Context: an optimization exercise on an open-source flow, tuned for small area, a short achievable clock period and few clock cycles per item. The choices shown serve that exercise and are no tape-out recipe. Function was checked by simulation only, so behaviour that the tests miss may differ from the original.

run Y:
==> flow/design.v <==
module aes256_concat (
    input  logic                clk,
    input  logic                rst_n,
    input  logic                s0_tvalid,
    output logic                s0_tready,
    input  logic [383:0]        s0_tdata,
    output logic                s_out_tvalid,
    input  logic                s_out_tready,
    output logic [127:0]        s_out_tdata
);
    localparam logic [2047:0] SBOX_T = {
        256'h16bb54b00f2d99416842e6bf0d89a18cdf2855cee9871e9b948ed9691198f8e1,
        256'h9e1dc186b95735610ef6034866b53e708a8bbd4b1f74dde8c6b4a61c2e2578ba,
        256'h08ae7a65eaf4566ca94ed58d6d37c8e779e4959162acd3c25c2406490a3a32e0,
        256'hdb0b5ede14b8ee4688902a22dc4f816073195d643d7ea7c41744975fec130ccd,
        256'hd2f3ff1021dab6bcf5389d928f40a351a89f3c507f02f94585334d43fbaaefd0,
        256'hcf584c4a39becb6a5bb1fc20ed00d153842fe329b3d63b52a05a6e1b1a2c8309,
        256'h75b227ebe28012079a059618c323c7041531d871f1e5a534ccf73f362693fdb7,
        256'hc072a49cafa2d4adf04759fa7dc982ca76abd7fe2b670130c56f6bf27b777c63
    };
    function automatic logic [7:0] sbox(input logic [7:0] x);
        sbox = SBOX_T[{x, 3'b000} +: 8];
    endfunction
    localparam logic [63:0] INV16_T = 64'h834a5c2f67bde910;   
    function automatic logic [7:0] sb_in(input logic [7:0] x);
        sb_in[0] = x[0] ^ x[2] ^ x[3] ^ x[4] ^ x[6] ^ x[7];
        sb_in[1] = x[1] ^ x[3];
        sb_in[2] = x[1] ^ x[4] ^ x[6];
        sb_in[3] = x[1] ^ x[2] ^ x[6] ^ x[7];
        sb_in[4] = x[4] ^ x[5] ^ x[6];
        sb_in[5] = x[1] ^ x[4] ^ x[6] ^ x[7];
        sb_in[6] = x[2] ^ x[3] ^ x[5] ^ x[7];
        sb_in[7] = x[5] ^ x[7];
    endfunction
    function automatic logic [7:0] sb_core(input logic [7:0] a);
        logic [3:0] h, l, hl, p, d, e, oh, ol;
        h = a[7:4];
        l = a[3:0];
        hl = h ^ l;
        p[0] = (h[0] & l[0]) ^ (h[1] & l[3]) ^ (h[2] & l[2]) ^ (h[3] & l[1]);
        p[1] = (h[0] & l[1]) ^ (h[1] & l[0]) ^ (h[1] & l[3]) ^ (h[2] & l[2]) ^ (h[2] & l[3]) ^ (h[3] & l[1]) ^ (h[3] & l[2]);
        p[2] = (h[0] & l[2]) ^ (h[1] & l[1]) ^ (h[2] & l[0]) ^ (h[2] & l[3]) ^ (h[3] & l[2]) ^ (h[3] & l[3]);
        p[3] = (h[0] & l[3]) ^ (h[1] & l[2]) ^ (h[2] & l[1]) ^ (h[3] & l[0]) ^ (h[3] & l[3]);
        d[0] = h[0] ^ l[0] ^ l[2] ^ p[0];
        d[1] = h[1] ^ h[3] ^ l[2] ^ p[1];
        d[2] = h[3] ^ l[1] ^ l[3] ^ p[2];
        d[3] = h[0] ^ h[2] ^ l[3] ^ p[3];
        e = INV16_T[{d, 2'b00} +: 4];
        oh[0] = (h[0] & e[0]) ^ (h[1] & e[3]) ^ (h[2] & e[2]) ^ (h[3] & e[1]);
        oh[1] = (h[0] & e[1]) ^ (h[1] & e[0]) ^ (h[1] & e[3]) ^ (h[2] & e[2]) ^ (h[2] & e[3]) ^ (h[3] & e[1]) ^ (h[3] & e[2]);
        oh[2] = (h[0] & e[2]) ^ (h[1] & e[1]) ^ (h[2] & e[0]) ^ (h[2] & e[3]) ^ (h[3] & e[2]) ^ (h[3] & e[3]);
        oh[3] = (h[0] & e[3]) ^ (h[1] & e[2]) ^ (h[2] & e[1]) ^ (h[3] & e[0]) ^ (h[3] & e[3]);
        ol[0] = (hl[0] & e[0]) ^ (hl[1] & e[3]) ^ (hl[2] & e[2]) ^ (hl[3] & e[1]);
        ol[1] = (hl[0] & e[1]) ^ (hl[1] & e[0]) ^ (hl[1] & e[3]) ^ (hl[2] & e[2]) ^ (hl[2] & e[3]) ^ (hl[3] & e[1]) ^ (hl[3] & e[2]);
        ol[2] = (hl[0] & e[2]) ^ (hl[1] & e[1]) ^ (hl[2] & e[0]) ^ (hl[2] & e[3]) ^ (hl[3] & e[2]) ^ (hl[3] & e[3]);
        ol[3] = (hl[0] & e[3]) ^ (hl[1] & e[2]) ^ (hl[2] & e[1]) ^ (hl[3] & e[0]) ^ (hl[3] & e[3]);
        sb_core = {oh, ol};
    endfunction
    function automatic logic [7:0] sb_out(input logic [7:0] z);
        sb_out[0] = ~(z[0] ^ z[2] ^ z[5] ^ z[6]);
        sb_out[1] = ~(z[0] ^ z[1] ^ z[2] ^ z[3] ^ z[7]);
        sb_out[2] = z[0] ^ z[3] ^ z[4] ^ z[6];
        sb_out[3] = z[0] ^ z[2];
        sb_out[4] = z[0] ^ z[1] ^ z[3] ^ z[4] ^ z[5] ^ z[6];
        sb_out[5] = ~(z[1] ^ z[2] ^ z[3] ^ z[7]);
        sb_out[6] = ~(z[4] ^ z[6] ^ z[7]);
        sb_out[7] = z[1] ^ z[2] ^ z[7];
    endfunction
    function automatic logic [7:0] xt(input logic [7:0] b);
        xt = {b[6:0], 1'b0} ^ (b[7] ? 8'h1b : 8'h00);
    endfunction
    function automatic logic [31:0] mix(input logic [31:0] c);
        logic [7:0] a0, a1, a2, a3;
        {a3, a2, a1, a0} = c;
        mix = {xt(a3) ^ xt(a0) ^ a0 ^ a1 ^ a2,
               xt(a2) ^ xt(a3) ^ a3 ^ a0 ^ a1,
               xt(a1) ^ xt(a2) ^ a2 ^ a3 ^ a0,
               xt(a0) ^ xt(a1) ^ a1 ^ a2 ^ a3};
    endfunction
    logic [127:0] d1, d2, k1a, k1b, k2p, k2b;
    logic [31:0]  k2s;
    logic         v1, v2;           
    logic [3:0]   n1, r2;           
    logic         lsel;             
    logic [127:0] ob, ob2;
    logic         obv, ob2v;
    logic         fin1;             
    logic         frz;              
    logic         rdy;              
    logic         load, taken, inc;
    logic         fin1_n, lsel_n, obv_n, ob2v_n;
    assign taken = obv && s_out_tready;
    assign inc   = fin1 && !ob2v;
    assign fin1_n = frz ? fin1 : (v2 && (r2 == 4'd13));
    assign lsel_n = frz ? lsel : (!v2 || (r2 == 4'd13));
    assign obv_n  = obv  ? (!s_out_tready || inc || ob2v) : inc;
    assign ob2v_n = ob2v ? !s_out_tready : (obv && !s_out_tready && inc);
    assign s0_tready    = rdy;
    assign load         = s0_tvalid && s0_tready;
    assign s_out_tvalid = obv;
    assign s_out_tdata  = ob;
    logic [127:0] sb, sy, sr, mc, ct, pre;
    for (genvar b = 0; b < 16; b++) begin : g_sub
        assign sb[8*b +: 8] = sb_core(d2[8*b +: 8]);
        assign sy[8*b +: 8] = sb_out(d1[8*b +: 8]);
    end
    for (genvar r = 0; r < 4; r++) begin : g_row
        for (genvar c = 0; c < 4; c++) begin : g_col
            assign sr[8*(r+4*c) +: 8] = sy[8*(r+4*((c+r)%4)) +: 8];
        end
    end
    for (genvar c = 0; c < 4; c++) begin : g_mix
        assign mc[32*c +: 32] = mix(sr[32*c +: 32]);
    end
    assign ct = sr ^ k1b;
    logic [127:0] xd, td;
    assign xd = lsel ? (s0_tdata[383:256] ^ s0_tdata[127:0]) : (mc ^ k1b);
    for (genvar b = 0; b < 16; b++) begin : g_in
        assign td[8*b +: 8] = sb_in(xd[8*b +: 8]);
    end
    logic [31:0]  tw;
    logic [7:0]   rcon;
    always_comb begin
        case (r2[3:1])
            3'd0:    rcon = 8'h01;
            3'd1:    rcon = 8'h02;
            3'd2:    rcon = 8'h04;
            3'd3:    rcon = 8'h08;
            3'd4:    rcon = 8'h10;
            3'd5:    rcon = 8'h20;
            default: rcon = 8'h40;
        endcase
        if (r2 == 4'd0)  tw = 32'd0;
        else if (r2[0])  tw = {k2s[7:0], k2s[31:8]} ^ {24'd0, rcon};
        else             tw = k2s;
    end
    assign pre[31:0]   = k1a[31:0];
    assign pre[63:32]  = k1a[63:32]  ^ pre[31:0];
    assign pre[95:64]  = k1a[95:64]  ^ pre[63:32];
    assign pre[127:96] = k1a[127:96] ^ pre[95:64];
    always_ff @(posedge clk or negedge rst_n) begin
        if (!rst_n) begin
            v1   <= 1'b0;
            v2   <= 1'b0;
            n1   <= 4'd0;
            r2   <= 4'd0;
            lsel <= 1'b1;
            fin1 <= 1'b0;
            frz  <= 1'b0;
            rdy  <= 1'b1;
            obv  <= 1'b0;
            ob2v <= 1'b0;
        end else begin
            if (!frz) begin
                v1   <= v2;
                n1   <= r2 + 4'd1;
                if (lsel) begin
                    v2 <= load;
                    r2 <= 4'd0;
                end else begin
                    v2 <= v1;
                    r2 <= n1;
                end
            end
            lsel <= lsel_n;
            fin1 <= fin1_n;
            frz  <= fin1_n && ob2v_n;
            rdy  <= lsel_n && !(fin1_n && ob2v_n);
            obv  <= obv_n;
            ob2v <= ob2v_n;
        end
    end
    always_ff @(posedge clk) begin
        if (!frz) begin
            d1  <= sb;
            k1a <= k2b;
            k1b <= k2p ^ {4{tw}};
            k2s <= {sbox(k1b[127:120]), sbox(k1b[119:112]), sbox(k1b[111:104]), sbox(k1b[103:96])};
            d2 <= td;
            if (lsel) begin
                k2p <= s0_tdata[255:128];
                k2b <= s0_tdata[127:0];
            end else begin
                k2p <= pre;
                k2b <= k1b;
            end
        end
        if (!obv || s_out_tready) ob <= ob2v ? ob2 : ct;
        if (!ob2v) ob2 <= ct;
    end
endmodule
Settings: LEC_CHECK=0, ABC_AREA=1, CAP_MARGIN=20, CORE_MARGIN=2, CORE_UTILIZATION=40, PLACE_DENSITY=0.45, SETUP_SLACK_MARGIN=4.0, SLEW_MARGIN=20; clock period 7.0 ns.
standard.sh (not shown) runs the stock make flow with config.mk's settings and CLKGATE_MAP_FILE= SYNTH_SCRIPT=/design/flow/synth_recipe.tcl, a recipe that flattens the netlist after the stock synthesis.
==> flow/flow/run.sh <==
#!/bin/bash
# The standard layout (standard.sh), except that global routing reserves more of met1 and met2
# (flow/fastroute.tcl) so that detailed routing starts from fewer met1 conflicts.
set -euo pipefail
here="$(pwd)"
bash standard.sh FASTROUTE_TCL="$here/flow/fastroute.tcl" finish > "$here/standard_make.log" 2>&1
==> flow/flow/fastroute.tcl <==
# Global routing layers as the platform sets them, but with more of met1 and met2 held back,
# so that the global router sends more of the horizontal demand to met3, which is mostly free.
set_global_routing_layer_adjustment met1 0.55
set_global_routing_layer_adjustment met2 0.35
set_global_routing_layer_adjustment met3-$::env(MAX_ROUTING_LAYER) 0.2

set_routing_layers -clock $::env(MIN_CLK_ROUTING_LAYER)-$::env(MAX_ROUTING_LAYER)
set_routing_layers -signal $::env(MIN_ROUTING_LAYER)-$::env(MAX_ROUTING_LAYER)
Testbench counts of run Y, summed over its fixed seeds: cycles 7,192, items 512.
Modified inputs, run Z compared to run Y
-- flow/design.v --
<<< run Y, line 9
    output logic [127:0]        s_out_tdata
);
    localparam logic [2047:0] SBOX_T = {
        256'h16bb54b00f2d99416842e6bf0d89a18cdf2855cee9871e9b948ed9691198f8e1,
        256'h9e1dc186b95735610ef6034866b53e708a8bbd4b1f74dde8c6b4a61c2e2578ba,
        256'h08ae7a65eaf4566ca94ed58d6d37c8e779e4959162acd3c25c2406490a3a32e0,
        256'hdb0b5ede14b8ee4688902a22dc4f816073195d643d7ea7c41744975fec130ccd,
        256'hd2f3ff1021dab6bcf5389d928f40a351a89f3c507f02f94585334d43fbaaefd0,
        256'hcf584c4a39becb6a5bb1fc20ed00d153842fe329b3d63b52a05a6e1b1a2c8309,
        256'h75b227ebe28012079a059618c323c7041531d871f1e5a534ccf73f362693fdb7,
        256'hc072a49cafa2d4adf04759fa7dc982ca76abd7fe2b670130c56f6bf27b777c63
    };
    function automatic logic [7:0] sbox(input logic [7:0] x);
        sbox = SBOX_T[{x, 3'b000} +: 8];
    endfunction
    localparam logic [63:0] INV16_T = 64'h834a5c2f67bde910;   
    function automatic logic [7:0] sb_in(input logic [7:0] x);
>>> run Z, line 9
    output logic [127:0]        s_out_tdata
);
    localparam logic [63:0] INV16_T = 64'h834a5c2f67bde910;   
    function automatic logic [7:0] sb_in(input logic [7:0] x);
<<< run Y, line 79
    endfunction
    logic [127:0] d1, d2, k1a, k1b, k2p, k2b;
    logic [31:0]  k2s;
    logic         v1, v2;           
    logic [3:0]   n1, r2;           
>>> run Z, line 66
    endfunction
    logic [127:0] d1, d2, k1a, k1b, k2p, k2b;
    logic [31:0]  k1m, k2s;
    logic         v1, v2;           
    logic [3:0]   n1, r2;           
<<< run Y, line 119
        assign td[8*b +: 8] = sb_in(xd[8*b +: 8]);
    end
    logic [31:0]  tw;
    logic [7:0]   rcon;
    always_comb begin
        case (r2[3:1])
>>> run Z, line 106
        assign td[8*b +: 8] = sb_in(xd[8*b +: 8]);
    end
    logic [31:0]  sw, tw;
    logic [7:0]   rcon;
    logic [127:0] knext;
    for (genvar b = 0; b < 4; b++) begin : g_sw
        assign sw[8*b +: 8] = sb_out(k2s[8*b +: 8]);
    end
    always_comb begin
        case (r2[3:1])
<<< run Y, line 132
        endcase
        if (r2 == 4'd0)  tw = 32'd0;
        else if (r2[0])  tw = {k2s[7:0], k2s[31:8]} ^ {24'd0, rcon};
        else             tw = k2s;
    end
    assign pre[31:0]   = k1a[31:0];
    assign pre[63:32]  = k1a[63:32]  ^ pre[31:0];
>>> run Z, line 123
        endcase
        if (r2 == 4'd0)  tw = 32'd0;
        else if (r2[0])  tw = {sw[7:0], sw[31:8]} ^ {24'd0, rcon};
        else             tw = sw;
    end
    assign knext = k2p ^ {4{tw}};
    assign pre[31:0]   = k1a[31:0];
    assign pre[63:32]  = k1a[63:32]  ^ pre[31:0];
<<< run Y, line 175
            d1  <= sb;
            k1a <= k2b;
            k1b <= k2p ^ {4{tw}};
            k2s <= {sbox(k1b[127:120]), sbox(k1b[119:112]), sbox(k1b[111:104]), sbox(k1b[103:96])};
            d2 <= td;
            if (lsel) begin
>>> run Z, line 167
            d1  <= sb;
            k1a <= k2b;
            k1b <= knext;
            k1m <= {sb_in(knext[127:120]), sb_in(knext[119:112]), sb_in(knext[111:104]), sb_in(knext[103:96])};
            k2s <= {sb_core(k1m[31:24]), sb_core(k1m[23:16]), sb_core(k1m[15:8]), sb_core(k1m[7:0])};
            d2 <= td;
            if (lsel) begin
### Flow results
Going from run Y to run Z, overall global routing resource usage shrinks by 6.0 points. Looking at clock latency at the later pin of the worst-skew pair across run Y and run Z, the one that comes out higher is run Y. Taking run Y as the reference point, the smallest hold slack of run Z rises by 31 ps. Against run Y, run Z comes in 1 lower on critical path depth. Run Z: final-stage net count 682 below run Y. For via count of the routed design, dividing the value from run Z by the value from run Y gives 0.893. Compared with run Y, run Z shows number of DRC violations after detailed-routing iteration 0 that has gone down by more than 10%. Run Z vs run Y, routed wire length went down by 17%. Compared with run Y, run Z shows cell area lower by 2.7%. Layout overhead on the synthesized area, run Y and run Z: higher on run Z. [run Z] post-CTS setup-driven buffer insertion count rose 3.4% relative to run Y. The met3 routed wirelength in run Z was lower than what run Y gave.
Testbench counts of run Z, summed over its fixed seeds: cycles 7,192, items 512.

re-timing with driven ports:
How much do the figures lean on ideal ports? The routed layouts below were timed once more, with nothing changed but the port constraints.
Step 1, drivers: a clkbuf_16 drives clk and a buf_2 each remaining input, both assumed.
Step 2 times the ports against the registers' clock, not the clock port: input delays grow and output delays shrink by t, the midpoint of the rising clock arrivals with the driver on.
Three values: ideal ports, drivers, drivers and shift; two values: the first two.
run | shift t [ns] | setup WS [ns] | latest minus earliest clock arrival (ns)
run Y | 0.915 | 3.884 / 3.884 / 3.346 | 0.096 / 0.096
run Z | 0.903 | 3.973 / 3.958 / 3.261 | 0.034 / 0.035
After both steps every run listed still meets setup and hold. For run Z, which loses most, drivers alone change the setup slack by -0.015 ns; drivers and shift together by -0.712 ns.
